From an optimization exercise on the open Yosys and OpenROAD flow, aimed at small area, a short achievable clock period and few clock cycles per item; shortcuts taken in it are not production practice.
The RTL was checked by simulation tests, not by an equivalence proof against the original design.
No activity file was given, so power comes from the tool's default toggle rates.

### flow/config.mk
export PLATFORM = sky130hd
export DESIGN_NAME = rational_add_sub_reduce_top
export DESIGN_NICKNAME = rational_add_sub_reduce_top
export VERILOG_FILES = /design/flow/design.v
export SDC_FILE = /design/flow/constraint.sdc
export NUM_CORES = 4
export LEC_CHECK = 0
export ABC_AREA = 1
export ABC_CLOCK_PERIOD_IN_PS = 4000
export CAP_MARGIN = 20
export CORE_MARGIN = 2
export CORE_UTILIZATION = 60
export CTS_CLUSTER_DIAMETER = 100
export CTS_CLUSTER_SIZE = 24
export PLACE_DENSITY = 0.7
export SETUP_SLACK_MARGIN = 5
export SLEW_MARGIN = 20
### flow/constraint.sdc
create_clock -name core_clock -period 10.0 [get_ports {aclk}]
set_input_delay 2.0000 -clock core_clock [delete_from_list [all_inputs] [get_ports {aclk}]]
set_output_delay 2.0000 -clock core_clock [all_outputs]
set_load 0.01 [all_outputs]
### flow/design.v
`timescale 1ns / 1ps
`default_nettype none
package rasr_pkg;
    localparam int IN_W   = 32;
    localparam int NUM_W  = 64;
    localparam int DEN_W  = 62;
    localparam int MAG_W  = 65;    
    localparam int CNT_W  = 7;
    localparam logic [NUM_W-1:0] NUM_MAX = {1'b0, {(NUM_W-1){1'b1}}};
    localparam logic [DEN_W-1:0] DEN_MAX = {DEN_W{1'b1}};
    typedef struct packed {
        logic                    action;
        logic signed [IN_W-1:0]  a_num;
        logic signed [IN_W-1:0]  a_den;
        logic signed [IN_W-1:0]  b_num;
        logic signed [IN_W-1:0]  b_den;
    } in_item_t;
    typedef struct packed {
        logic signed [NUM_W-1:0] res_num;
        logic [DEN_W-1:0]        res_den;
        logic                    den_error;
    } out_item_t;
    typedef enum logic [3:0] {
        CMD_NONE,
        CMD_LOAD,       
        CMD_MUL,        
        CMD_SUM,        
        CMD_GINIT,      
        CMD_GSTEP,      
        CMD_DINIT,      
        CMD_DSTEP,      
        CMD_DNEXT,      
        CMD_FINAL       
    } cmd_t;
    typedef struct packed {
        logic zero_den;    
        logic zero_num;    
        logic gcd_done;    
        logic div_done;    
    } status_t;
endpackage
`default_nettype wire
`timescale 1ns / 1ps
`default_nettype none
module rasr_add #(parameter int W = 64, parameter int LW = 6)
(
    input  wire logic [W-1:0] x,
    input  wire logic [W-1:0] y,
    input  wire logic         ci,
    output logic      [W-1:0] s,
    output logic              co,
    output logic              pall     
);
    logic [W-1:0] p, g, pp, gg;
    always_comb begin
        p  = x ^ y;
        g  = x & y;
        pp = p;
        gg = g;
        gg[0] = g[0] | (p[0] & ci);
        for (int i = 0; i < LW; i++) begin
            for (int j = W - 1; j >= 0; j--) begin
                if ((j >> i) & 1) begin
                    gg[j] = gg[j] | (pp[j] & gg[((j >> i) << i) - 1]);
                    pp[j] = pp[j] & pp[((j >> i) << i) - 1];
                end
            end
        end
        s  = p ^ {gg[W-2:0], ci};
        co = gg[W-1];
        pall = pp[W-1];
    end
endmodule
`default_nettype wire
`timescale 1ns / 1ps
`default_nettype none
module rational_add_sub_reduce_top
(
    input  wire logic      aclk,
    input  wire logic      aresetn,
    input  wire logic      s_valid,
    output logic           s_ready,
    input  wire logic [128:0] s_data,    
    output logic           m_valid,
    input  wire logic      m_ready,
    output logic [126:0]   m_data       
);
    localparam logic [1:0] M_IDLE = 2'd0, M_RUN = 2'd1, M_DONE = 2'd2;
    logic [1:0]  mstate;
    logic [3:0]  mcnt;
    logic [33:0] mn_hi, md_hi;   
    logic [31:0] mn_lo, md_lo;   
    logic [31:0] x_an, x_ad;
    logic [2:0]  dbd, dbn;       
    logic        f1, f2;         
    logic        mzden;          
    function automatic logic [2:0] booth_dec(input logic y1, input logic y0,
                                             input logic yp, input logic flip);
        booth_dec[0] = y0 ^ yp;
        booth_dec[1] = (y1 & ~y0 & ~yp) | (~y1 & y0 & yp);
        booth_dec[2] = y1 ^ flip;
    endfunction
    function automatic logic [35:0] booth_pp(input logic [31:0] x, input logic [2:0] d);
        logic [35:0] m;
        m = d[0] ? {{4{x[31]}}, x} : (d[1] ? {{3{x[31]}}, x, 1'b0} : 36'd0);
        booth_pp = d[2] ? ~m : m;
    endfunction
    wire [35:0] pp1 = booth_pp(x_an, dbd);
    wire [35:0] pp2 = booth_pp(x_ad, dbn);
    wire [35:0] pp3 = booth_pp(x_ad, dbd);
    wire [35:0] acc_n = {{2{mn_hi[33]}}, mn_hi};
    wire [35:0] acc_d = {{2{md_hi[33]}}, md_hi};
    wire [35:0] cs_s = acc_n ^ pp1 ^ pp2;
    wire [35:0] cs_c = {(acc_n[34:0] & pp1[34:0]) | (acc_n[34:0] & pp2[34:0]) | (pp1[34:0] & pp2[34:0]), dbn[2]};
    wire [35:0] sum_n, sum_d;
    wire        sum_n_co, sum_d_co;
    rasr_add #(.W(36), .LW(6)) u_add_n (.x(cs_s), .y(cs_c), .ci(dbd[2]), .s(sum_n), .co(sum_n_co), .pall());
    rasr_add #(.W(36), .LW(6)) u_add_d (.x(acc_d), .y(pp3), .ci(dbd[2]), .s(sum_d), .co(sum_d_co), .pall());
    wire ld;     
    always_ff @(posedge aclk) begin
        if (!aresetn) begin
            mstate <= M_IDLE;
        end else begin
            case (mstate)
                M_IDLE: if (s_valid) mstate <= M_RUN;
                M_RUN:  if (mcnt == 4'd15) mstate <= M_DONE;
                M_DONE: if (ld) mstate <= M_IDLE;
                default: mstate <= M_IDLE;
            endcase
        end
    end
    always_ff @(posedge aclk) begin
        case (mstate)
            M_IDLE: begin
                mcnt  <= 4'd0;
                mn_hi <= 34'd0;
                md_hi <= 34'd0;
                mn_lo <= s_data[31:0];       
                md_lo <= s_data[63:32];      
                x_an  <= s_data[127:96];
                x_ad  <= s_data[95:64];
                f1    <= s_data[95] ^ s_data[31];
                f2    <= s_data[95] ^ s_data[31] ^ s_data[128];
                dbd   <= booth_dec(s_data[1], s_data[0], 1'b0, s_data[95] ^ s_data[31]);
                dbn   <= booth_dec(s_data[33], s_data[32], 1'b0, s_data[95] ^ s_data[31] ^ s_data[128]);
                mzden <= (s_data[95:64] == 32'd0) || (s_data[31:0] == 32'd0);
            end
            M_RUN: begin
                mcnt  <= mcnt + 4'd1;
                mn_hi <= sum_n[35:2];
                mn_lo <= {sum_n[1:0], mn_lo[31:2]};
                md_hi <= sum_d[35:2];
                md_lo <= {sum_d[1:0], md_lo[31:2]};
                dbd   <= booth_dec(mn_lo[3], mn_lo[2], mn_lo[1], f1);
                dbn   <= booth_dec(md_lo[3], md_lo[2], md_lo[1], f2);
            end
            default: ;
        endcase
    end
    localparam logic [1:0] L_IDLE = 2'd0, L_LOOP = 2'd1, L_HALF2 = 2'd2;
    logic [1:0]  lstate;
    logic [63:0] a, b;           
    logic        bp;             
    logic        bz;             
    logic        ineg;           
    logic [63:0] ca1, cb1;       
    logic [61:0] ca2, cb2;       
    logic        c_sum;          
    logic        c_shf;          
    logic        c_one;          
    logic        c_tca, c_nega, c_negb;
    logic [2:0]  csh;            
    logic        dsub_r;         
    logic        nsign;          
    logic        zden_v;         
    logic        zden;           
    logic        res;            
    logic        cinit;          
    logic [2:0]  hs;             
    wire        new_neg = mn_hi[33] && !mzden;
    wire        new_bz  = mzden || ({mn_hi, mn_lo} == 66'd0);
    wire        dsub = dsub_r;
    wire [64:0] d;
    wire        d_co, ge_co, ab_ne_unused, ab_eq;
    rasr_add #(.W(65), .LW(7)) u_add_v (.x({ineg, b}), .y({dsub, a ^ {64{dsub}}}), .ci(dsub), .s(d), .co(d_co), .pall(ab_ne_unused));
    wire        dneg = dsub && d[64];
    wire [63:0] ge_s;
    rasr_add #(.W(64), .LW(6)) u_cmp (.x(b), .y(~a), .ci(1'b1), .s(ge_s), .co(ge_co), .pall(ab_eq));   
    wire        b_lt_a = !ge_co;
    wire        bpar = b[0] ^ bp;      
    function automatic logic [2:0] tz7(input logic [6:0] v);
        tz7 = v[0] ? 3'd0 : v[1] ? 3'd1 : v[2] ? 3'd2 : v[3] ? 3'd3 :
              v[4] ? 3'd4 : v[5] ? 3'd5 : v[6] ? 3'd6 : 3'd7;
    endfunction
    wire take    = res && m_ready;
    wire run     = !cinit || take;   
    wire in_loop_nc = (lstate == L_LOOP) && !bz;      
    wire in_loop = in_loop_nc && run;
    wire k_half  = in_loop_nc && !a[0] && !bpar;
    wire k_init  = in_loop_nc && ineg && !(!a[0] && !bpar);
    wire k_swap  = in_loop && !ineg && !a[0] &&  bpar;
    wire k_shb   = in_loop && !ineg &&  a[0] && !bpar;
    wire k_sub   = in_loop && !ineg &&  a[0] &&  bpar;
    wire k_half2 = (lstate == L_HALF2);
    logic [2:0]  sh;
    logic        exact;          
    logic [64:0] xsrc;
    always_comb begin
        sh    = 3'd0;
        exact = 1'b1;
        xsrc  = {1'b0, b};
        if (k_sub) begin
            sh    = tz7(d[6:0]);
            exact = (d[7:0] != 8'd0);
            xsrc  = d;
        end else if (k_init) begin
            sh    = 3'd0;
            exact = d[0];
            xsrc  = d;
        end else if (k_shb) begin
            sh    = tz7(b[6:0] ^ {7{bp}});
            exact = ((b[7:0] ^ {8{bp}}) != 8'd0);
            xsrc  = {1'b0, b};
        end else if (k_swap) begin
            sh    = tz7(a[6:0]);
            xsrc  = {1'b0, a};
        end else if (k_half) begin
            sh    = tz7(a[6:0] | b[6:0]);
            xsrc  = {1'b0, a};
        end else if (k_half2) begin
            sh    = hs;
            xsrc  = {ineg, a};           
        end
    end
    wire        xfill = ((k_sub || k_init) && dneg) || (k_half2 && ineg);
    wire [71:0] xsx  = {{7{xfill}}, xsrc} >> sh;
    wire [64:0] xsh  = xsx[64:0];
    wire        inv  = (k_sub || k_init) && dneg;
    wire [63:0] bnew = (xsh[63:0] ^ {64{inv}}) | {63'd0, (inv || (k_shb && bp)) && exact};
    wire        bpnew = (inv || (k_shb && bp)) && !exact;
    wire [63:0] ysrc1 = c_tca ? ca1 : cb1;
    wire [61:0] ysrc2 = c_tca ? ca2 : cb2;
    wire [63:0] cbsh1 = ysrc1 << csh;
    wire [61:0] cbsh2 = ysrc2 << csh;
    wire        c_cin  = c_nega || c_negb;
    wire [63:0] csum1;
    wire [61:0] csum2;
    wire        csum1_co, csum2_co;
    rasr_add #(.W(64), .LW(6)) u_add_c1 (.x(ca1 ^ {64{c_nega}}), .y(cb1 ^ {64{c_negb}}), .ci(c_cin), .s(csum1), .co(csum1_co), .pall());
    rasr_add #(.W(62), .LW(6)) u_add_c2 (.x(ca2 ^ {62{c_nega}}), .y(cb2 ^ {62{c_negb}}), .ci(c_cin), .s(csum2), .co(csum2_co), .pall());
    wire last  = k_sub && ab_eq && !cinit;
    wire vfin  = (lstate == L_LOOP) && bz && !cinit;    
    wire vend  = vfin || last;
    assign ld  = (mstate == M_DONE) && ((lstate == L_IDLE) || vend);
    wire early = last && ld;
    wire cof_init = (ld && !vend && (!res || take)) || (cinit && take);
    logic pf;    
    always_ff @(posedge aclk) begin
        if (!aresetn) begin
            lstate <= L_IDLE;
            res    <= 1'b0;
            cinit  <= 1'b0;
            pf     <= 1'b0;
        end else begin
            if (ld) begin
                lstate <= L_LOOP;
            end else begin
                case (lstate)
                    L_LOOP:  if (vfin) lstate <= L_IDLE;
                             else if (k_half) lstate <= L_HALF2;
                    L_HALF2: if (k_half2) lstate <= L_LOOP;
                    default: lstate <= L_IDLE;
                endcase
            end
            res   <= vfin || pf || (res && !m_ready);
            pf    <= early;
            cinit <= ld ? !cof_init : (cinit && !take);
        end
    end
    logic [63:0] a_d, b_d;
    logic        ineg_d;
    always_comb begin
        a_d = a;
        b_d = b;
        ineg_d = ineg && !k_init;
        if (ld) ineg_d = new_neg && !new_bz;
        if (ld) begin
            a_d = {md_hi[31:0], md_lo};
            b_d = mzden ? 64'd0 : {mn_hi[31:0], mn_lo};
        end else if (k_init || k_shb) begin
            b_d = bnew;
        end else if (k_sub) begin
            b_d = bnew;
            if (b_lt_a) a_d = b;
        end else if (k_swap || k_half || k_half2) begin
            a_d = b;
            b_d = bnew;
        end
    end
    always_ff @(posedge aclk) begin
        a      <= a_d;
        b      <= b_d;
        dsub_r <= (a_d[1] == b_d[1]) || ineg_d;
        if (ld) begin
            bp    <= 1'b0;
            bz    <= new_bz;
            ineg  <= new_neg && !new_bz;
            nsign <= new_neg;
            zden_v <= mzden;
        end else if (k_init) begin
            bp   <= bpnew;
            ineg <= 1'b0;
        end else if (k_sub) begin
            bp  <= bpnew;
            bz  <= dsub && ab_eq;
        end else if (k_shb) begin
            bp  <= bpnew;
        end
        if (k_half) hs <= sh;
        if (vend) zden <= zden_v;
    end
    always_ff @(posedge aclk) begin
        c_sum  <= k_sub;
        c_shf  <= k_sub || k_shb || k_swap;
        c_one  <= k_swap;
        c_tca  <= (k_sub && b_lt_a) || k_swap;
        c_nega <= k_sub && !dsub && b_lt_a;
        c_negb <= k_sub && !dsub && !b_lt_a;
        csh    <= sh;
    end
    always_ff @(posedge aclk) begin
        if (cof_init) begin
            ca1 <= ld ? (new_neg ? 64'd1 : 64'd0) : (nsign ? 64'd1 : 64'd0);
            ca2 <= 62'd1;
            cb1 <= (ld ? new_neg : nsign) ? {64{1'b1}} : 64'd1;
            cb2 <= 62'd0;
        end else begin
            if (c_sum) begin
                ca1 <= csum1;
                ca2 <= csum2;
            end else if (c_one) begin
                ca1 <= nsign ? {64{1'b1}} : 64'd1;    
                ca2 <= 62'd0;
            end
            if (c_shf) begin
                cb1 <= cbsh1;
                cb2 <= cbsh2;
            end
        end
    end
    assign s_ready = (mstate == M_IDLE);
    assign m_valid = res;
    assign m_data  = {ca1, ca2, zden};
endmodule
`default_nettype wire
### flow/run.sh
#!/bin/bash
# synth_recipe.tcl (not shown) runs the flow's synth.tcl, then flattens the netlist and writes it again
# the make line also repeats each setting of config.mk as NAME=value (left out here)
make -C /OpenROAD-flow-scripts/flow DESIGN_CONFIG=/design/flow/config.mk WORK_HOME=/design/flow/orfs CLKGATE_MAP_FILE= SYNTH_SCRIPT=/design/flow/synth_recipe.tcl finish
==> metrics.csv, run 1 <==
stage;metric;value;unit
setup_path;Max FO, Critical Path;33;
placed_design;count of input and output buffers;261;
setup_path;required time at the worst-slack endpoint;10.36;ns
sta;final worst path period need;4.89;ns
die;initial core utilization;60.4;%
setup_path;classification of the worst setup path;input pin to register;
die;FP Rows;109;
finish;most common cell after layout, fill and taps aside;nand2_1;
grt;total grt overflow;0;
die;full die area;91200;um^2
yosys;top_reg_cell synth;edfxtp_1;
setup_path;CP endpoint kind;register;
power_and_ir_drop;Max IR drop VDD;0.311;mV
placed_design;dpl ws;3.12;ns
drt;total wire length;162;mm
drt;DR vias/cell;5.99;
yosys;Ys Warns;5;
power_and_ir_drop;part of the power in registers;33.1;%
clock_network;cts hold-fix bufs;0;
finish;filler instances;7866;
sta;fin crit share;48.9;%
grt;pin count of the biggest net entering global routing;127;
sta;Final Setup Violations;0;
power_and_ir_drop;Pwr Density;182;nW/um^2
finish;Non-Filler Cell Area, Final;58500;um^2
power_and_ir_drop;Clk network pwr share;17.3;%
drt;DR WL/cell;18.9;um
sta;Slew @ Worst Pin;1.10;ns
yosys;Post-Syn Area;53300;um^2
hold_path;Hold WC Path Type;register to register;
drt;Residual DRC;0;
yosys;Synth cell types;65;
placed_design;Inst Count DP;8469;
yosys;Syn Area/Cell;7.22;um^2
power_and_ir_drop;Sw Ratio;43.9;%
yosys;FF+latch count, synth;615;
power_and_ir_drop;combinational share of power;49.6;%
power_and_ir_drop;Leak Pwr;0.0268;uW
outcome;status;timing/DRC/antenna clean;
yosys;asr flop ratio synth;0;%
clock_network;worst-skew pair later-pin latency;0.63;ns
placed_design;DP HPWL;110;mm
placed_design;placed inst area;56200;um^2
yosys;Post-synth EDFFs;470;
clock_network;Worst-path clk slew;0.11;ns
die;die width;302;um
setup_path;Worst EP arrival;5.25;ns
finish;most frequent cells in the layout;1921 x nand2_1, 839 x nand3_1, 634 x inv_1;
clock_network;CTS sink count;615;
grt;initial antenna violation count;0;
power_and_ir_drop;internal power;5970;uW
finish;# nets final;7899;
yosys;Synth Instances;7374;
sta;Pins Over Slew Limit;0;
drt;Iteration-0 DRC Markers;5020;
sta;clk_skew;0.0364;ns
grt;first-pass GRT wire length;251;mm
clock_network;CTS Buf Count;38;
finish;Synth-to-Final Area Change;9.74;%
drt;drt first pass iters;8;
drt;Antenna Violating Nets Remaining;0;
die;Die Y;302;um
setup_path;Startpoint Class;input pin;
sta;Setup Total Neg Slack;0;ns
sta;relative slew slack;26.5;%
setup_path;flop-to-flop setup slack;5.30;ns
power_and_ir_drop;switching power;4670;uW
yosys;register area share after synthesis;31.9;%
placed_design;GPL Wtd Cong;0.953;
grt;vias in the first global route;47900;
drt;Via Count;51400;
clock_network;H-Tree Depth;2;
clock_network;CTS max path bufs;3;
die;core area;88200;um^2
grt;GRT Overall Usage;33.9;%
run;max-cap check violation count;0;
sta;fmax;0.204;GHz
clock_network;CTS tree;built;
die;number of top-level pins;262;
finish;final std cells w/o fill;8569;
sta;RSZ-0062 raised after global routing;yes;
sta;final setup margin;5.11;ns
clock_network;Root Buffer;clkbuf_16;
sta;final hold vios;0;
yosys;Synth Net Count;7897;
finish;proportion of layout cells with a drive suffix above 1;3.80;%
==> cell usage after synthesis (all sizes together), types with 40 or more instances <==
master / count / share of area, %
buf: 162 / 1.6
ha: 323 / 7.6
o21ai: 532 / 5.1
clkbuf: 231 / 1.6
edfxtp: 470 / 26
nand2: 1944 / 14
nand3: 859 / 8.3
inv: 661 / 4.7
o31ai: 74 / 1.1
xor2: 422 / 6.9
nor3: 53 / 0.52
a21oi: 440 / 4.1
nor2: 518 / 3.8
o22ai: 104 / 1.2
dfxtp: 145 / 5.4
fa: 67 / 2.5
xnor2: 40 / 0.66
nor4: 40 / 0.47
==> final cells by class <==
cell class | count | area (um^2) | share of cell area [%]
Multi-Input combinational cell | 5707 | 32300 | 55.2
Antenna cell | 1 | 2.50 | 0.00428
Clock buffer | 44 | 1040 | 1.77
Tap cell | 1165 | 1460 | 2.49
Clock inverter | 23 | 254 | 0.434
Inverter | 664 | 2570 | 4.39
Sequential cell | 615 | 17000 | 29.2
Timing Repair Buffer | 350 | 3820 | 6.54
==> sequential cells by signal, summed over array words and instances, names as in the netlist, 2 cells and up <==
| name | cells |
|---|---|
| a | 64 |
| b | 64 |
| ca1 | 64 |
| cb1 | 64 |
| ca2 | 62 |
| cb2 | 62 |
| md_hi | 34 |
| mn_hi | 34 |
| md_lo | 32 |
| mn_lo | 32 |
| x_ad | 32 |
| x_an | 32 |
| mcnt | 4 |
| csh | 3 |
| dbd | 3 |
| dbn | 3 |
| hs | 3 |
| lstate | 2 |
| mstate | 2 |
==> worst max-delay path: stages <==
cell,delay [ns]
clkdlybuf4s50_1,0.50
nand2_1,0.06
nand2_1,0.18
nand3_4,0.18
nor2_8,0.21
nand3_2,0.12
nand2_1,0.12
nor2_1,0.07
inv_2,0.05
nand2_2,0.10
clkinv_8,0.17
nand4_1,0.12
buf_4,0.20
nand2_8,0.22
inv_8,0.14
buf_12,0.21
nand2_1,0.14
buf_12,0.21
nor2_1,0.06
nand2_1,0.06
o21ai_0,0.08
==> power groups by stage <==
stage                     Clock (uW)  Sequential, uW  Combinational (uW)
after floorplan                    0            3420                3880
after global placement             0            3570                4840
after detailed placement           0            3580                4990
after CTS                       1870            3520                5060
after global routing            1940            3550                5990
final                           1850            3520                5280
==> logic make-up (layout without fill, tap and decap cells) <==
logic type,after synthesis,after routing,share of synthesized area (%)
and+or+nand+nor,3495,3500,27.9
AOI/OAI and AO/OA,1333,1333,14.1
buffers and inverters,1057,1081,7.94
DFF,615,615,31.9
xor gates and xnor gates,462,462,7.60
adders and majority gates,390,390,10.1
muxes,22,22,0.413
other,0,1,0
==> path summary, 6_finish.rpt <==
path	cells past startpoint	from	to
min	2	cb2[61]	cb2[61]
max reg2reg	20	dbn[0]	mn_hi[31]
max	21	m_ready	ca1[20]
min reg2reg	2	cb2[61]	cb2[61]
==> per-stage QoR <==
stage | hold WS (ns) | total power (uW) | util [%]
after floorplan | 0.400 | 7300 | -
after global placement | 0.452 | 8420 | 63.7
after detailed placement | 0.455 | 8560 | 63.7
after CTS | 0.484 | 10400 | 65.5
after global routing | 0.476 | 11500 | 66.2
final | 0.487 | 10600 | 66.2
==> routing by layer <==
metal	track usage, %	vias up	share of wire, %
li1	-	24800	-
met3	3.14	369	7.5
met4	12.6	0	3.8
met2	57.9	2187	47
met5	0	-	0
met1	44.9	24000	41
==> timing repair <==
action,4_1_cts,5_1_grt
gates cloned,2,12
setup buffers,4,12
endpoints found under the setup margin,523,429
resized for setup,47,72
pin swaps,2,2
endpoints found under the hold margin,0,0
Testbench counts, summed over its fixed seeds: cycles 102,509, items 3,200.
==> run 2, diff against run 1 <==
--- a/flow/config.mk
+++ b/flow/config.mk
@@ -10,8 +10,9 @@
 export CAP_MARGIN = 20
 export CORE_MARGIN = 2
 export CORE_UTILIZATION = 60
-export CTS_CLUSTER_DIAMETER = 100
-export CTS_CLUSTER_SIZE = 24
+export CTS_CLUSTER_DIAMETER = 120
+export CTS_CLUSTER_SIZE = 20
 export PLACE_DENSITY = 0.7
 export SETUP_SLACK_MARGIN = 5
 export SLEW_MARGIN = 20
+export TNS_END_PERCENT = 0
==> metrics.csv, run 2 <==
stage;metric;value;unit
finish;Non-Filler Cell Area, Final;58200;um^2
power_and_ir_drop;Tot Pwr;10500;uW
yosys;Post-Syn Area;53300;um^2
setup_path;Reg2Reg Launch Point;c_negb;
clock_network;CTS tree;built;
hold_path;Hold WC Path Type;register to register;
drt;Via Count;50900;
yosys;Synth Instances;7374;
setup_path;Worst EP arrival;5.22;ns
yosys;leading area contributor after synthesis;edfxtp_1;
sta;clk_skew;0.0249;ns
setup_path;Max FO, Critical Path;65;
clock_network;Worst-path clk slew;0.09;ns
power_and_ir_drop;Max IR drop VDD;0.263;mV
finish;Synth-to-Final Area Change;9.26;%
setup_path;flop-to-flop setup slack;5.16;ns
yosys;mux cell area share after synthesis;0.413;%
yosys;top post-synthesis cells by count;1932 x nand2_1, 841 x nand3_1, 643 x inv_1;
grt;GRT Overall Usage;33.9;%
finish;most frequent cells in the layout;1920 x nand2_1, 840 x nand3_1, 634 x inv_1;
yosys;register area share after synthesis;31.9;%
sta;final worst path period need;4.94;ns
sta;Setup Total Neg Slack;0;ns
sta;RSZ-0062 raised after global routing;yes;
setup_path;required time at the worst-slack endpoint;10.28;ns
yosys;asr flop ratio synth;0;%
placed_design;DP HPWL;110;mm
finish;n_diodes;0;
sta;final hold vios;0;
setup_path;CP endpoint kind;register;
die;initial core utilization;60.4;%
clock_network;H-Tree Depth;2;
setup_path;Startpoint Class;input pin;
yosys;FF+latch count, synth;615;
setup_path;Worst setup endpoint;a[51];
sta;fin crit share;49.4;%
yosys;largest family of logic cells by synthesized area;simple AND/OR/NAND/NOR gates;
outcome;status;timing/DRC/antenna clean;
power_and_ir_drop;Leak Pwr;0.0267;uW
yosys;Ys Warns;5;
yosys;synth top area cells;edfxtp_1 26%, nand2_1 14%, nand3_1 7.9%;
yosys;top_reg_cell synth;edfxtp_1;
setup_path;classification of the worst setup path;input pin to register;
die;Die Y;302;um
sta;Final Setup Violations;0;
die;FP Rows;109;
setup_path;R2R Path End;ca1[33];
grt;total grt overflow;0;
drt;Iteration-0 DRC Markers;4723;
clock_network;CTS max path bufs;3;
yosys;Synth Area in Adders;10.1;%
hold_path;Hold Crit Start;cb2[61];
drt;DR WL/cell;19.0;um
grt;first-pass GRT wire length;250;mm
setup_path;Worst setup startpoint;m_ready;
drt;DR vias/cell;5.94;
grt;pin count of the biggest net entering global routing;101;
yosys;simple-gate area share of the yosys netlist;27.9;%
yosys;XOR/XNOR Fraction of Synth Area;7.60;%
sta;Slew @ Worst Pin;1.12;ns
yosys;Synth cell types;65;
run;max-cap check violation count;0;
die;number of top-level pins;262;
clock_network;CTS sink count;615;
placed_design;placed inst area;56200;um^2
drt;total wire length;163;mm
yosys;most used standard cell by instance count after synthesis;nand2_1;
sta;Pins Over Slew Limit;0;
die;die width;302;um
die;full die area;91200;um^2
finish;Util after Layout;66.0;%
finish;proportion of layout cells with a drive suffix above 1;3.48;%
drt;Residual DRC;0;
grt;vias in the first global route;47400;
yosys;Synth Net Count;7897;
sta;relative slew slack;25.6;%
die;core area;88200;um^2
finish;# nets final;7895;
yosys;top-area cell type share of the netlist area;26.5;%
placed_design;GPL Wtd Cong;0.938;
clock_network;CTS Buf Count;37;
clock_network;Root Buffer;clkbuf_16;
finish;most common cell after layout, fill and taps aside;nand2_1;
yosys;Post-synth EDFFs;470;
drt;drt first pass iters;10;
power_and_ir_drop;Pwr Density;180;nW/um^2
drt;Antenna Violating Nets Remaining;0;
setup_path;Reg2Reg Depth;17;
yosys;Syn Area/Cell;7.22;um^2
yosys;Synth Area in Compound Gates;14.1;%
grt;initial antenna violation count;1;
sta;fmax;0.202;GHz
placed_design;count of input and output buffers;261;
clock_network;worst-skew pair later-pin latency;0.62;ns
==> run 2: cell type report <==
cell class / count / area (um^2)
Tap cell: 1165 / 1460
Timing Repair Buffer: 348 / 3800
Inverter: 664 / 2570
Clock buffer: 57 / 1060
Timing Repair inverter: 1 / 5.00
Fill cell: 7961 / 30000
Multi-Input combinational cell: 5705 / 32200
Sequential cell: 615 / 17000
Clock inverter: 5 / 60.1
==> run 2: cells by family after synthesis <==
family,after synthesis
AO/OA/AOI/OAI,1333
XOR/XNOR,462
adder cells (fa/ha/maj),390
buffers and inverters,1057
flip-flops,615
multiplexers,22
AND/OR/NAND/NOR,3495
==> run 2: how the worst min path moves through the flow <==
| stage | end | cells after the start |
|---|---|---|
| after floorplan | zden | 0 |
| after global placement | res | 2 |
| after detailed placement | cb2[61] | 2 |
| after CTS | cb2[61] | 2 |
| after global routing | cb2[61] | 2 |
| final | cb2[61] | 2 |
==> run 2: critical path, stage by stage <==
cell	delay (ns)
clkdlybuf4s50_1	0.51
nand2_1	0.08
nand2_2	0.13
nand3_4	0.16
nor2_8	0.21
nand3_2	0.12
nand2_1	0.12
nor2_1	0.07
inv_2	0.07
nand2_4	0.11
buf_16	0.22
clkinv_8	0.16
buf_12	0.32
nor2_2	0.13
inv_6	0.32
clkbuf_8	0.44
==> run 2: metal layers <==
metal	wire length [um]	GRT usage (%)	vias up	part of all wire (%)
met5	8	0	-	0.0049
met4	6660	12.4	2	4.1
met3	11700	3.53	338	7.2
met2	76600	58.6	2109	47
met1	67800	43.9	23500	42
li1	-	-	24900	-
==> run 2: metrics by stage <==
| stage | hold WS (ns) | cells | setup slack [ns] |
|---|---|---|---|
| after floorplan | 0.400 | 7374 | 4.82 |
| after global placement | 0.467 | 8467 | 2.43 |
| after detailed placement | 0.476 | 8467 | 2.41 |
| after CTS | 0.488 | 8534 | 4.89 |
| after global routing | 0.514 | 8560 | 4.90 |
| final | 0.491 | 8560 | 5.06 |
==> run 2: what timing repair did <==
item,CTS,global route
endpoints found under the setup margin,593,399
setup buffers,4,10
gates resized for setup,51,59
hold buffers,0,0
cloned,1,14
hold endpoints to repair,0,0
pin swaps,2,2
==> run 2: report_power, final <==
part	leakage [uW]	switching, uW	internal [uW]
sequential	0.00587	360	3160
clock	0.000542	960	772
combinational	0.0203	3250	1970
==> run 3, diff against run 2 <==
--- a/flow/config.mk
+++ b/flow/config.mk
@@ -15,4 +15,4 @@
 export PLACE_DENSITY = 0.7
 export SETUP_SLACK_MARGIN = 5
 export SLEW_MARGIN = 20
-export TNS_END_PERCENT = 0
+export TNS_END_PERCENT = 10
==> metrics.csv, run 3 <==
stage;metric;value;unit
sta;clk_skew;0.0380;ns
grt;initial antenna violation count;2;
yosys;register area share after synthesis;31.9;%
setup_path;CP endpoint kind;register;
power_and_ir_drop;combinational share of power;49.8;%
setup_path;Critical Path Slowest Stage Cell;clkdlybuf4s50_1;
yosys;FF+latch count, synth;615;
yosys;Synth Instances;7374;
power_and_ir_drop;Leak Pwr;0.0265;uW
placed_design;GPL Wtd Cong;0.939;
clock_network;cts hold-fix bufs;0;
clock_network;CTS max path bufs;3;
die;initial core utilization;60.4;%
finish;# nets final;7890;
yosys;Post-Syn Area;53300;um^2
power_and_ir_drop;part of the power in registers;33.7;%
setup_path;Most Frequent Cell on Critical Path;nand2_1;
clock_network;worst-skew pair later-pin latency;0.63;ns
drt;Antenna Violating Nets Remaining;0;
drt;total wire length;159;mm
setup_path;Max FO, Critical Path;51;
sta;Setup Total Neg Slack;0;ns
yosys;Synth Net Count;7897;
hold_path;Hold WC Path Type;register to register;
die;die width;302;um
drt;DR WL/cell;18.5;um
yosys;most used standard cell by instance count after synthesis;nand2_1;
finish;Synth-to-Final Area Change;8.77;%
setup_path;CP cell instances;clkdlybuf4s50_1 -> nand2_1 -> nand2_1 -> nand3_4 -> nor2_8 -> inv_4 -> nand2_1 -> nand2_1 -> nand2_1 -> buf_4 -> clkinvlp_4 -> nor2_2 -> buf_6 -> inv_2 -> buf_8;
placed_design;count of input and output buffers;261;
clock_network;Root Buffer;clkbuf_16;
finish;most common cell after layout, fill and taps aside;nand2_1;
sta;final setup margin;5.04;ns
finish;filler instances;7938;
die;Die Y;302;um
yosys;Post-synth EDFFs;470;
drt;Iteration-0 DRC Markers;4670;
power_and_ir_drop;Pwr Density;180;nW/um^2
sta;final hold vios;0;
yosys;top_reg_cell synth;edfxtp_1;
setup_path;classification of the worst setup path;input pin to register;
run;max-cap check violation count;0;
clock_network;CTS Buf Count;37;
sta;Final Setup Violations;0;
grt;pin count of the biggest net entering global routing;102;
clock_network;Worst-path clk slew;0.10;ns
yosys;asr flop ratio synth;0;%
setup_path;Worst EP arrival;5.26;ns
power_and_ir_drop;Max IR drop VDD;0.286;mV
grt;GRT Overall Usage;33.8;%
die;full die area;91200;um^2
setup_path;Reg2Reg Depth;20;
yosys;Syn Area/Cell;7.22;um^2
sta;RSZ-0062 raised after global routing;yes;
power_and_ir_drop;switching power;4550;uW
yosys;Ys Warns;5;
setup_path;Startpoint Class;input pin;
finish;FF/Latch Area;17000;um^2
sta;Pins Over Slew Limit;0;
grt;vias in the first global route;47200;
clock_network;CTS sink count;615;
sta;fmax;0.202;GHz
drt;Residual DRC;0;
hold_path;Hold Path Sink;zden;
grt;first-pass GRT wire length;249;mm
drt;Via Count;50800;
setup_path;Worst setup startpoint;m_ready;
power_and_ir_drop;internal power;5870;uW
grt;total grt overflow;0;
die;FP Rows;109;
outcome;status;timing/DRC/antenna clean;
yosys;synth top area cells;edfxtp_1 26%, nand2_1 14%, nand3_1 7.9%;
setup_path;flop-to-flop setup slack;5.24;ns
sta;final worst path period need;4.96;ns
placed_design;DP HPWL;110;mm
hold_path;WHS Path Cells;0;
drt;DR vias/cell;5.93;
sta;fin crit share;49.6;%
finish;proportion of layout cells with a drive suffix above 1;3.38;%
clock_network;H-Tree Depth;2;
yosys;leading area contributor after synthesis;edfxtp_1;
finish;most frequent cells in the layout;1922 x nand2_1, 840 x nand3_1, 633 x inv_1;
clock_network;CTS tree;built;
setup_path;required time at the worst-slack endpoint;10.30;ns
sta;relative slew slack;25.5;%
yosys;Synth cell types;65;
die;core area;88200;um^2
finish;Multi-input gate area;32200;um^2
placed_design;dpl ws;3.45;ns
setup_path;Reg2Reg Launch Point;dbn[0];
setup_path;R2R Path End;mn_hi[31];
power_and_ir_drop;Clk network pwr share;16.5;%
hold_path;Hold Crit Start;zden_v;
setup_path;max incr delay on CP;0.50;ns
die;number of top-level pins;262;
yosys;top-area cell type share of the netlist area;26.5;%
yosys;top post-synthesis cells by count;1932 x nand2_1, 841 x nand3_1, 643 x inv_1;
drt;drt first pass iters;6;
finish;Util after Layout;65.7;%
power_and_ir_drop;Sw Ratio;43.7;%
sta;Slew @ Worst Pin;1.12;ns
## run 3: cell counts after synthesis
No cell type changed its count.
## run 3: routing by layer
metal  vias to the layer above  GRT usage [%]  part of all wire [%]
li1                      24900              -                     -
met1                     23600           44.7                    42
met2                      1979           57.2                    47
met3                       300           3.65                   7.3
met4                         2           12.7                   3.5
met5                         -              0                0.0082
## run 3: power groups by stage
stage	sequential, uW	combinational (uW)	clock, uW
5_1_grt	3540	5900	1800
3_5_place_dp	3580	4980	0
4_1_cts	3520	5050	1740
2_1_floorplan	3420	3880	0
3_3_place_gp	3570	4840	0
6_report	3510	5190	1720
## run 3: timing repair
item / CTS / global route
pin swaps: 2 / 2
setup buffers: 4 / 13
setup endpoints to repair: 574 / 397
gates resized for setup: 29 / 63
cloned: 1 / 5
## run 3: critical path, delay by kind of cell
family        cells  cell delay (ns)
simple gates      8             1.04
buf+inv           7             2.13
## run 3: cell type report
type                            count  area share, %
Antenna cell                        1        0.00432
Clock buffer                       62           1.85
Clock inverter                      5         0.0713
Inverter                          664           4.42
Multi-Input combinational cell   5704           55.6
Sequential cell                   615           29.4
Tap cell                         1165           2.52
Timing Repair Buffer              344           6.16
Timing Repair inverter              1        0.00864
## run 3: cells by family after synthesis
family	share of synthesized area [%]
AND/OR/NAND/NOR	27.9
multiplexers	0.413
buffers and inverters	7.94
AO/OA/AOI/OAI	14.1
XOR/XNOR	7.60
flip-flops	31.9
adder cells (fa/ha/maj)	10.1
## run 3: worst max path at each step
stage / end / slack (ns) / depth (start not counted)
floorplan: ca1[0] / 4.82 / 16
global placement: cb1[39] / 3.49 / 17
detailed placement: cb1[39] / 3.45 / 17
CTS: a[28] / 4.83 / 14
global route: mn_hi[31] / 4.88 / 19
finish: a[18] / 5.04 / 15
## run 3: through the flow
| stage | instances | hold slack, ns | instance area [um^2] | total power [uW] |
|---|---|---|---|---|
| final | 8561 | 0.455 | 57900 | 10400 |
| after global routing | 8560 | 0.454 | 57900 | 11200 |
| after CTS | 8540 | 0.462 | 57500 | 10300 |
| after detailed placement | 8468 | 0.438 | 56200 | 8560 |
| after global placement | 8468 | 0.420 | 56200 | 8410 |
| after floorplan | 7374 | 0.400 | 53300 | 7300 |
==> run 4, diff against run 3 <==
--- a/flow/config.mk
+++ b/flow/config.mk
@@ -15,4 +15,3 @@
 export PLACE_DENSITY = 0.7
 export SETUP_SLACK_MARGIN = 5
 export SLEW_MARGIN = 20
-export TNS_END_PERCENT = 10
==> metrics.csv, run 4 <==
stage;metric;value;unit
setup_path;CP endpoint kind;register;
drt;Iteration-0 DRC Markers;5264;
setup_path;Startpoint Class;input pin;
setup_path;Worst setup endpoint;ca1[20];
clock_network;CTS Buf Count;36;
sta;final worst path period need;4.85;ns
yosys;top post-synthesis cells by count;1932 x nand2_1, 841 x nand3_1, 643 x inv_1;
clock_network;CTS max path bufs;3;
yosys;Post-Syn Area;53300;um^2
sta;final hold vios;0;
grt;vias in the first global route;47700;
hold_path;Hold WC Path Type;register to register;
setup_path;Max FO, Critical Path;33;
placed_design;count of input and output buffers;261;
run;max-cap check violation count;0;
setup_path;Worst setup startpoint;m_ready;
sta;final setup margin;5.15;ns
yosys;top-area cell type share of the netlist area;26.5;%
yosys;Syn Area/Cell;7.22;um^2
grt;initial antenna violation count;1;
finish;Non-Filler Cell Area, Final;58300;um^2
sta;relative slew slack;26.8;%
setup_path;flop-to-flop setup slack;5.29;ns
power_and_ir_drop;Leak Pwr;0.0267;uW
yosys;register area share after synthesis;31.9;%
placed_design;DP HPWL;110;mm
sta;fin crit share;48.5;%
grt;GRT Overall Usage;34.0;%
grt;first-pass GRT wire length;251;mm
drt;total wire length;163;mm
clock_network;worst-skew pair later-pin latency;0.63;ns
finish;Util after Layout;66.0;%
yosys;top_reg_cell synth;edfxtp_1;
yosys;FF+latch count, synth;615;
yosys;most used standard cell by instance count after synthesis;nand2_1;
die;full die area;91200;um^2
clock_network;CTS tree;built;
drt;DR WL/cell;19.0;um
placed_design;GPL Wtd Cong;0.953;
yosys;Synth cell types;65;
clock_network;CTS sink count;615;
placed_design;placed inst area;56200;um^2
power_and_ir_drop;Max IR drop VDD;0.307;mV
finish;# nets final;7904;
yosys;Synth Net Count;7897;
drt;drt first pass iters;6;
grt;pin count of the biggest net entering global routing;102;
sta;Slew @ Worst Pin;1.10;ns
die;FP Rows;109;
die;Die Y;302;um
setup_path;R2R Path End;mn_hi[31];
drt;Via Count;51300;
drt;Residual DRC;0;
yosys;leading area contributor after synthesis;edfxtp_1;
sta;clk_skew;0.0278;ns
die;initial core utilization;60.4;%
drt;DR vias/cell;5.99;
die;number of top-level pins;262;
yosys;Post-synth EDFFs;470;
sta;Setup Total Neg Slack;0;ns
sta;fmax;0.206;GHz
finish;most common cell after layout, fill and taps aside;nand2_1;
outcome;status;timing/DRC/antenna clean;
placed_design;dpl ws;3.12;ns
setup_path;Reg2Reg Depth;20;
finish;proportion of layout cells with a drive suffix above 1;3.56;%
setup_path;classification of the worst setup path;input pin to register;
setup_path;Worst EP arrival;5.21;ns
die;core area;88200;um^2
finish;Synth-to-Final Area Change;9.36;%
clock_network;H-Tree Depth;2;
sta;RSZ-0062 raised after global routing;yes;
yosys;Synth Instances;7374;
finish;most frequent cells in the layout;1921 x nand2_1, 839 x nand3_1, 634 x inv_1;
die;die width;302;um
sta;final hold slack;0.480;ns
power_and_ir_drop;Pwr Density;181;nW/um^2
yosys;synth top area cells;edfxtp_1 26%, nand2_1 14%, nand3_1 7.9%;
clock_network;Root Buffer;clkbuf_16;
yosys;Ys Warns;5;
clock_network;Worst-path clk slew;0.10;ns
grt;total grt overflow;0;
drt;Antenna Violating Nets Remaining;0;
yosys;asr flop ratio synth;0;%
sta;Final Setup Violations;0;
setup_path;required time at the worst-slack endpoint;10.36;ns
setup_path;Reg2Reg Launch Point;dbn[0];
sta;Pins Over Slew Limit;0;
## run 4: cell counts after synthesis
No cell type changed its count.
## run 4: power by group
part | leakage (uW) | internal (uW) | total, uW | switching [uW]
registers | 0.00587 | 3160 | 3520 | 357
clock network | 0.000489 | 704 | 1650 | 942
logic | 0.0203 | 2040 | 5360 | 3320
total | 0.0267 | 5910 | 10500 | 4620
## run 4: how the worst min path moves through the flow
| stage | startpoint | to | slack (ns) | depth (start not counted) |
|---|---|---|---|---|
| after floorplan | zden_v | zden | 0.40 | 0 |
| after global placement | zden_v | zden | 0.45 | 0 |
| after detailed placement | zden_v | zden | 0.46 | 0 |
| after CTS | zden_v | zden | 0.48 | 0 |
| after global routing | zden_v | zden | 0.48 | 0 |
| final | zden_v | zden | 0.48 | 0 |
## run 4: what timing repair did
action,in CTS,in global routing
buffers inserted,4,16
pin swaps,2,5
setup endpoints to repair,522,433
hold buffers,0,0
gates resized for setup,44,71
cloned,3,15
## run 4: logic make-up (layout without fill, tap and decap cells)
group                    Yosys count  in the layout  share of synthesized area [%]
flip-flops                       615            615                           31.9
AO/OA/AOI/OAI                   1333           1333                           14.1
XOR/XNOR                         462            462                           7.60
AND/OR/NAND/NOR                 3495           3501                           27.9
other                              0              1                              0
multiplexers                      22             22                          0.413
adder cells (fa/ha/maj)          390            390                           10.1
buffers and inverters           1057           1075                           7.94
## run 4: critical path, cell delays in order
cell	delay, ns
clkdlybuf4s50_1	0.50
nand2_1	0.06
nand2_1	0.17
nand3_4	0.18
nor2_8	0.22
nand3_2	0.12
nand2_1	0.12
nor2_1	0.06
inv_2	0.05
nand2_2	0.10
clkinv_8	0.17
nand4_1	0.12
buf_4	0.20
nand2_8	0.21
inv_8	0.14
buf_12	0.21
nand2_1	0.12
buf_12	0.21
nor2_1	0.06
nand2_1	0.06
o21ai_0	0.08
## run 4: per-layer routing
layer / vias up / global-route usage [%] / wire length (um)
li1: 24900 / - / -
met1: 23900 / 45.1 / 67200
met2: 2217 / 57.9 / 77200
met3: 331 / 3.41 / 12800
met4: 0 / 12.0 / 5870
met5: - / 0 / 0
## run 4: area by class of cell
class	count	area, um^2
Fill cell	7920	30000
Clock buffer	55	1010
Tap cell	1165	1460
Inverter	664	2570
Multi-Input combinational cell	5708	32300
Antenna cell	1	2.50
Sequential cell	615	17000
Timing Repair Buffer	356	3880
## run 4: metrics by stage
step                total power, uW  cells
global placement               8420   8468
detailed placement             8560   8469
floorplan                      7300   7374
finish                        10500   8564
CTS                           10200   8531
global route                  11400   8563
==> run 5, diff against run 4 <==
--- a/flow/config.mk
+++ b/flow/config.mk
@@ -6,7 +6,7 @@
 export NUM_CORES = 4
 export LEC_CHECK = 0
 export ABC_AREA = 1
-export ABC_CLOCK_PERIOD_IN_PS = 4000
+export ABC_CLOCK_PERIOD_IN_PS = 5500
 export CAP_MARGIN = 20
 export CORE_MARGIN = 2
 export CORE_UTILIZATION = 60
==> metrics.csv, run 5 <==
stage;metric;value;unit
setup_path;Worst EP arrival;5.21;ns
yosys;mux cell area share after synthesis;0.413;%
yosys;Post-synth EDFFs;470;
sta;final worst path period need;4.85;ns
setup_path;CP endpoint kind;register;
yosys;Synth Area in Adders;10.1;%
sta;clk_skew;0.0278;ns
yosys;FF+latch count, synth;615;
finish;Synth-to-Final Area Change;9.36;%
sta;fin crit share;48.5;%
finish;most common cell after layout, fill and taps aside;nand2_1;
sta;fmax;0.206;GHz
die;FP Rows;109;
placed_design;Inst Count DP;8469;
run;max-cap check violation count;0;
grt;first-pass GRT wire length;251;mm
yosys;top_reg_cell synth;edfxtp_1;
clock_network;cts hold-fix bufs;0;
grt;total grt overflow;0;
die;initial core utilization;60.4;%
yosys;Synth Net Count;7897;
yosys;synth top area cells;edfxtp_1 26%, nand2_1 14%, nand3_1 7.9%;
outcome;status;timing/DRC/antenna clean;
sta;final hold vios;0;
finish;# nets final;7904;
drt;DR vias/cell;5.99;
die;die width;302;um
clock_network;CTS Buf Count;36;
yosys;leading area contributor after synthesis;edfxtp_1;
sta;Slew @ Worst Pin;1.10;ns
sta;RSZ-0062 raised after global routing;yes;
die;full die area;91200;um^2
grt;initial antenna violation count;1;
power_and_ir_drop;Leak Pwr;0.0267;uW
grt;pin count of the biggest net entering global routing;102;
clock_network;H-Tree Depth;2;
yosys;most used standard cell by instance count after synthesis;nand2_1;
setup_path;Startpoint Class;input pin;
clock_network;CTS sink count;615;
placed_design;count of input and output buffers;261;
clock_network;CTS max path bufs;3;
die;core area;88200;um^2
yosys;largest family of logic cells by synthesized area;simple AND/OR/NAND/NOR gates;
hold_path;Hold WC Path Type;register to register;
drt;Iteration-0 DRC Markers;5264;
yosys;Synth cell types;65;
setup_path;required time at the worst-slack endpoint;10.36;ns
finish;Multi-input gate area;32300;um^2
yosys;top post-synthesis cells by count;1932 x nand2_1, 841 x nand3_1, 643 x inv_1;
yosys;Synth Area in Compound Gates;14.1;%
sta;Setup Total Neg Slack;0;ns
clock_network;Root Buffer;clkbuf_16;
finish;filler instances;7920;
yosys;Syn Area/Cell;7.22;um^2
yosys;Synth Instances;7374;
die;number of top-level pins;262;
power_and_ir_drop;Max IR drop VDD;0.307;mV
setup_path;classification of the worst setup path;input pin to register;
yosys;simple-gate area share of the yosys netlist;27.9;%
finish;FF/Latch Area;17000;um^2
clock_network;worst-skew pair later-pin latency;0.63;ns
grt;vias in the first global route;47700;
yosys;Ys Warns;5;
drt;Residual DRC;0;
sta;Final Setup Violations;0;
finish;proportion of layout cells with a drive suffix above 1;3.56;%
yosys;Post-Syn Area;53300;um^2
finish;final std cells w/o fill;8564;
yosys;top-area cell type share of the netlist area;26.5;%
drt;Via Count;51300;
yosys;register area share after synthesis;31.9;%
clock_network;CTS tree;built;
drt;drt first pass iters;6;
clock_network;Worst-path clk slew;0.10;ns
placed_design;GPL Wtd Cong;0.953;
sta;Pins Over Slew Limit;0;
die;Die Y;302;um
setup_path;Max FO, Critical Path;33;
grt;GRT Overall Usage;34.0;%
power_and_ir_drop;Pwr Density;181;nW/um^2
drt;DR WL/cell;19.0;um
yosys;asr flop ratio synth;0;%
drt;total wire length;163;mm
sta;relative slew slack;26.8;%
drt;Antenna Violating Nets Remaining;0;
finish;most frequent cells in the layout;1921 x nand2_1, 839 x nand3_1, 634 x inv_1;
placed_design;DP HPWL;110;mm
yosys;XOR/XNOR Fraction of Synth Area;7.60;%
==> run 5: cell counts in the layout (fill, tap and decap cells not counted) <==
Identical to the previous run, type by type.
==> run 5: area by class of cell <==
| type | instances | share of cell area [%] |
|---|---|---|
| antenna | 1 | 0.00430 |
| clock buffer | 55 | 1.74 |
| inverter | 664 | 4.41 |
| multi-input combinational | 5708 | 55.4 |
| sequential | 615 | 29.3 |
| tap | 1165 | 2.50 |
| timing repair buffer | 356 | 6.67 |
==> run 5: critical path, cell delays in order <==
cell             delay, ns
clkdlybuf4s50_1       0.50
nand2_1               0.06
nand2_1               0.17
nand3_4               0.18
nor2_8                0.22
nand3_2               0.12
nand2_1               0.12
nor2_1                0.06
inv_2                 0.05
nand2_2               0.10
clkinv_8              0.17
nand4_1               0.12
buf_4                 0.20
nand2_8               0.21
inv_8                 0.14
buf_12                0.21
nand2_1               0.12
buf_12                0.21
nor2_1                0.06
nand2_1               0.06
o21ai_0               0.08
==> run 5: cells by family after synthesis <==
group / after synthesis
simple gates: 3495
compound gates: 1333
buf+inv: 1057
flops: 615
xor+xnor: 462
fa+ha+maj: 390
mux: 22
==> run 5: repair_timing <==
action                     4_1_cts  5_1_grt
setup endpoints to repair      522      433
pin swaps                        2        5
gates cloned                     3       15
buffers inserted                 4       16
gates resized for setup         44       71
==> run 5: power breakdown <==
| group | internal, uW | switching [uW] |
|---|---|---|
| Clock | 704 | 942 |
| Combinational | 2040 | 3320 |
| Sequential | 3160 | 357 |
==> run 5: metrics by stage <==
step / worst slack, ns / hold slack, ns / power (uW) / instance area (um^2) / util [%]
after floorplan: 5.12 / 0.400 / 7300 / 53300 / -
final: 5.15 / 0.480 / 10500 / 58300 / 66.0
after CTS: 5.00 / 0.477 / 10200 / 57500 / 65.2
after global placement: 3.15 / 0.452 / 8420 / 56200 / 63.7
after global routing: 4.94 / 0.479 / 11400 / 58300 / 66.0
after detailed placement: 3.12 / 0.455 / 8560 / 56200 / 63.7
==> run 5: metal layers <==
metal / wire length (um) / global-route usage, % / vias to the layer above
li1: - / - / 24900
met1: 67200 / 45.1 / 23900
met2: 77200 / 57.9 / 2217
met3: 12800 / 3.41 / 331
met4: 5870 / 12.0 / 0
met5: 0 / 0 / -
==> run 5: final timing paths <==
check               start   endpoint  slack (ns)  cells past startpoint
setup / recovery  m_ready    ca1[20]        5.15                     21
hold / removal     zden_v       zden        0.48                      0
setup reg to reg   dbn[0]  mn_hi[31]        5.29                     20
hold reg to reg    zden_v       zden        0.48                      0
==> run 6, diff against run 5 <==
--- a/flow/config.mk
+++ b/flow/config.mk
@@ -6,7 +6,7 @@
 export NUM_CORES = 4
 export LEC_CHECK = 0
 export ABC_AREA = 1
-export ABC_CLOCK_PERIOD_IN_PS = 5500
+export ABC_CLOCK_PERIOD_IN_PS = 3000
 export CAP_MARGIN = 20
 export CORE_MARGIN = 2
 export CORE_UTILIZATION = 60
==> metrics.csv, run 6 <==
stage;metric;value;unit
outcome;status;timing/DRC/antenna clean;
clock_network;CTS tree;built;
setup_path;CP Buf/Inv Count;7;
drt;Via Count;51300;
power_and_ir_drop;Max IR drop VDD;0.307;mV
hold_path;WHS Path Cells;0;
clock_network;Worst-path clk slew;0.10;ns
drt;DR WL/cell;19.0;um
finish;# nets final;7904;
die;initial core utilization;60.4;%
clock_network;Root Buffer;clkbuf_16;
yosys;Synth Net Count;7897;
setup_path;flop-to-flop setup slack;5.29;ns
sta;clk_skew;0.0278;ns
placed_design;dpl ws;3.12;ns
power_and_ir_drop;Pwr Density;181;nW/um^2
placed_design;count of input and output buffers;261;
setup_path;CP delay by family, top;simple AND/OR/NAND/NOR gates;
setup_path;required time at the worst-slack endpoint;10.36;ns
setup_path;Worst EP arrival;5.21;ns
finish;Synth-to-Final Area Change;9.36;%
sta;Final Setup Violations;0;
sta;fin crit share;48.5;%
yosys;leading area contributor after synthesis;edfxtp_1;
clock_network;H-Tree Depth;2;
yosys;top_reg_cell synth;edfxtp_1;
die;number of top-level pins;262;
yosys;top post-synthesis cells by count;1932 x nand2_1, 841 x nand3_1, 643 x inv_1;
sta;Pins Over Slew Limit;0;
setup_path;R2R Path End;mn_hi[31];
sta;relative slew slack;26.8;%
sta;final setup margin;5.15;ns
setup_path;CP endpoint kind;register;
finish;Non-Filler Cell Area, Final;58300;um^2
sta;RSZ-0062 raised after global routing;yes;
yosys;most used standard cell by instance count after synthesis;nand2_1;
setup_path;Critical Path Slowest Stage Cell;clkdlybuf4s50_1;
die;core area;88200;um^2
drt;drt first pass iters;6;
setup_path;max incr delay on CP;0.50;ns
grt;initial antenna violation count;1;
power_and_ir_drop;Sw Ratio;43.9;%
clock_network;CTS max path bufs;3;
clock_network;CTS Buf Count;36;
yosys;FF+latch count, synth;615;
die;Die Y;302;um
clock_network;worst-skew pair later-pin latency;0.63;ns
placed_design;placed inst area;56200;um^2
sta;final hold vios;0;
run;max-cap check violation count;0;
power_and_ir_drop;part of the power in registers;33.4;%
yosys;asr flop ratio synth;0;%
sta;Setup Total Neg Slack;0;ns
yosys;register area share after synthesis;31.9;%
finish;most common cell after layout, fill and taps aside;nand2_1;
yosys;Syn Area/Cell;7.22;um^2
setup_path;Startpoint Class;input pin;
grt;first-pass GRT wire length;251;mm
die;FP Rows;109;
power_and_ir_drop;Leak Pwr;0.0267;uW
finish;most frequent cells in the layout;1921 x nand2_1, 839 x nand3_1, 634 x inv_1;
power_and_ir_drop;switching power;4620;uW
hold_path;Hold Path Sink;zden;
setup_path;Reg2Reg Launch Point;dbn[0];
placed_design;DP HPWL;110;mm
sta;final hold slack;0.480;ns
setup_path;Max FO, Critical Path;33;
power_and_ir_drop;internal power;5910;uW
power_and_ir_drop;combinational share of power;50.9;%
die;die width;302;um
yosys;Synth Instances;7374;
placed_design;GPL Wtd Cong;0.953;
grt;pin count of the biggest net entering global routing;102;
sta;final worst path period need;4.85;ns
yosys;top-area cell type share of the netlist area;26.5;%
yosys;Post-Syn Area;53300;um^2
setup_path;classification of the worst setup path;input pin to register;
grt;total grt overflow;0;
clock_network;cts hold-fix bufs;0;
yosys;synth top area cells;edfxtp_1 26%, nand2_1 14%, nand3_1 7.9%;
drt;Antenna Violating Nets Remaining;0;
drt;Iteration-0 DRC Markers;5264;
grt;vias in the first global route;47700;
setup_path;CP cell instances;clkdlybuf4s50_1 -> nand2_1 -> nand2_1 -> nand3_4 -> nor2_8 -> nand3_2 -> nand2_1 -> nor2_1 -> inv_2 -> nand2_2 -> clkinv_8 -> nand4_1 -> buf_4 -> nand2_8 -> inv_8 -> buf_12 -> nand2_1 -> buf_12 -> nor2_1 -> nand2_1 -> o21ai_0;
drt;Residual DRC;0;
setup_path;Most Frequent Cell on Critical Path;nand2_1;
die;full die area;91200;um^2
power_and_ir_drop;Clk network pwr share;15.6;%
hold_path;Hold Crit Start;zden_v;
grt;GRT Overall Usage;34.0;%
sta;Slew @ Worst Pin;1.10;ns
yosys;Post-synth EDFFs;470;
drt;total wire length;163;mm
hold_path;Hold WC Path Type;register to register;
clock_network;CTS sink count;615;
finish;proportion of layout cells with a drive suffix above 1;3.56;%
drt;DR vias/cell;5.99;
setup_path;Reg2Reg Depth;20;
yosys;Ys Warns;5;
sta;fmax;0.206;GHz
yosys;Synth cell types;65;
==> run 6: area by class of cell <==
cell class | instances | area, um^2
sequential | 615 | 17000
timing repair buffer | 356 | 3880
fill | 7920 | 30000
tap | 1165 | 1460
antenna | 1 | 2.50
clock buffer | 55 | 1010
inverter | 664 | 2570
multi-input combinational | 5708 | 32300
==> run 6: what timing repair did <==
item	4_1_cts	5_1_grt
pin swaps	2	5
cloned	3	15
endpoints found under the hold margin	0	0
setup endpoints to repair	522	433
buffers inserted	4	16
gates resized for setup	44	71
==> run 6: metrics by stage <==
step,util (%),std cells,power (uW)
finish,66.0,8564,10500
detailed placement,63.7,8469,8560
global placement,63.7,8468,8420
CTS,65.2,8531,10200
floorplan,-,7374,7300
global route,66.0,8563,11400
==> run 6: logic make-up after synthesis <==
family | count (synthesis) | share of synthesized area (%)
buffers and inverters | 1057 | 7.94
AOI/OAI and AO/OA | 1333 | 14.1
and+or+nand+nor | 3495 | 27.9
adders and majority gates | 390 | 10.1
muxes | 22 | 0.413
xor gates and xnor gates | 462 | 7.60
DFF | 615 | 31.9
==> run 6: worst max path at each step <==
stage,startpoint,cells past startpoint,endpoint,slack [ns]
floorplan,dbn[2],20,mn_hi[31],5.12
global placement,m_ready,17,cb1[38],3.15
detailed placement,m_ready,17,cb1[40],3.12
CTS,dsub_r,19,b[37],5.00
global route,m_ready,21,ca1[20],4.94
finish,m_ready,21,ca1[20],5.15
==> run 6: power groups by stage <==
stage	sequential, uW	combinational [uW]	clock (uW)
2_1_floorplan	3420	3880	0
4_1_cts	3520	5060	1660
3_3_place_gp	3570	4840	0
5_1_grt	3550	6070	1730
6_report	3520	5360	1650
3_5_place_dp	3580	4990	0
==> run 6: per-layer routing <==
layer	part of all wire (%)	up-vias	GRT usage [%]
li1	-	24900	-
met1	41	23900	45.1
met2	47	2217	57.9
met3	7.9	331	3.41
met4	3.6	0	12.0
met5	0	-	0

afterwards: timing with drivers on the ports:
The flow's constraints put no driver on any port. The routed layouts listed below were extracted and timed again, unchanged, in two steps. Step 1 sets driving cells, clkbuf_16 on the clock port and buf_2 on the other inputs (assumed; they add their load-dependent delay and slew). Step 2 adds t to the input delays and takes it off the output delays; t is the mean of the earliest and latest rising clock arrival at the registers after step 1. Input paths then give back, and output paths get back, about the clock's delay inside the block. Slacks: ideal ports / drivers / drivers and shift; pairs: ideal ports / drivers.
run	t (ns)	slack for setup (ns)	worst hold slack (ns)
run 1	0.684	5.107 / 5.064 / 4.379	0.487 / 0.487 / 0.487
run 2	0.675	5.061 / 4.997 / 4.322	0.491 / 0.491 / 0.491
run 3	0.688	5.038 / 5.000 / 4.313	0.455 / 0.455 / 0.455
run 4	0.688	5.146 / 5.091 / 4.403	0.480 / 0.480 / 0.480
run 5	0.688	5.146 / 5.091 / 4.403	0.480 / 0.480 / 0.480
run 6	0.688	5.146 / 5.091 / 4.403	0.480 / 0.480 / 0.480
After both steps every run listed still meets setup and hold.
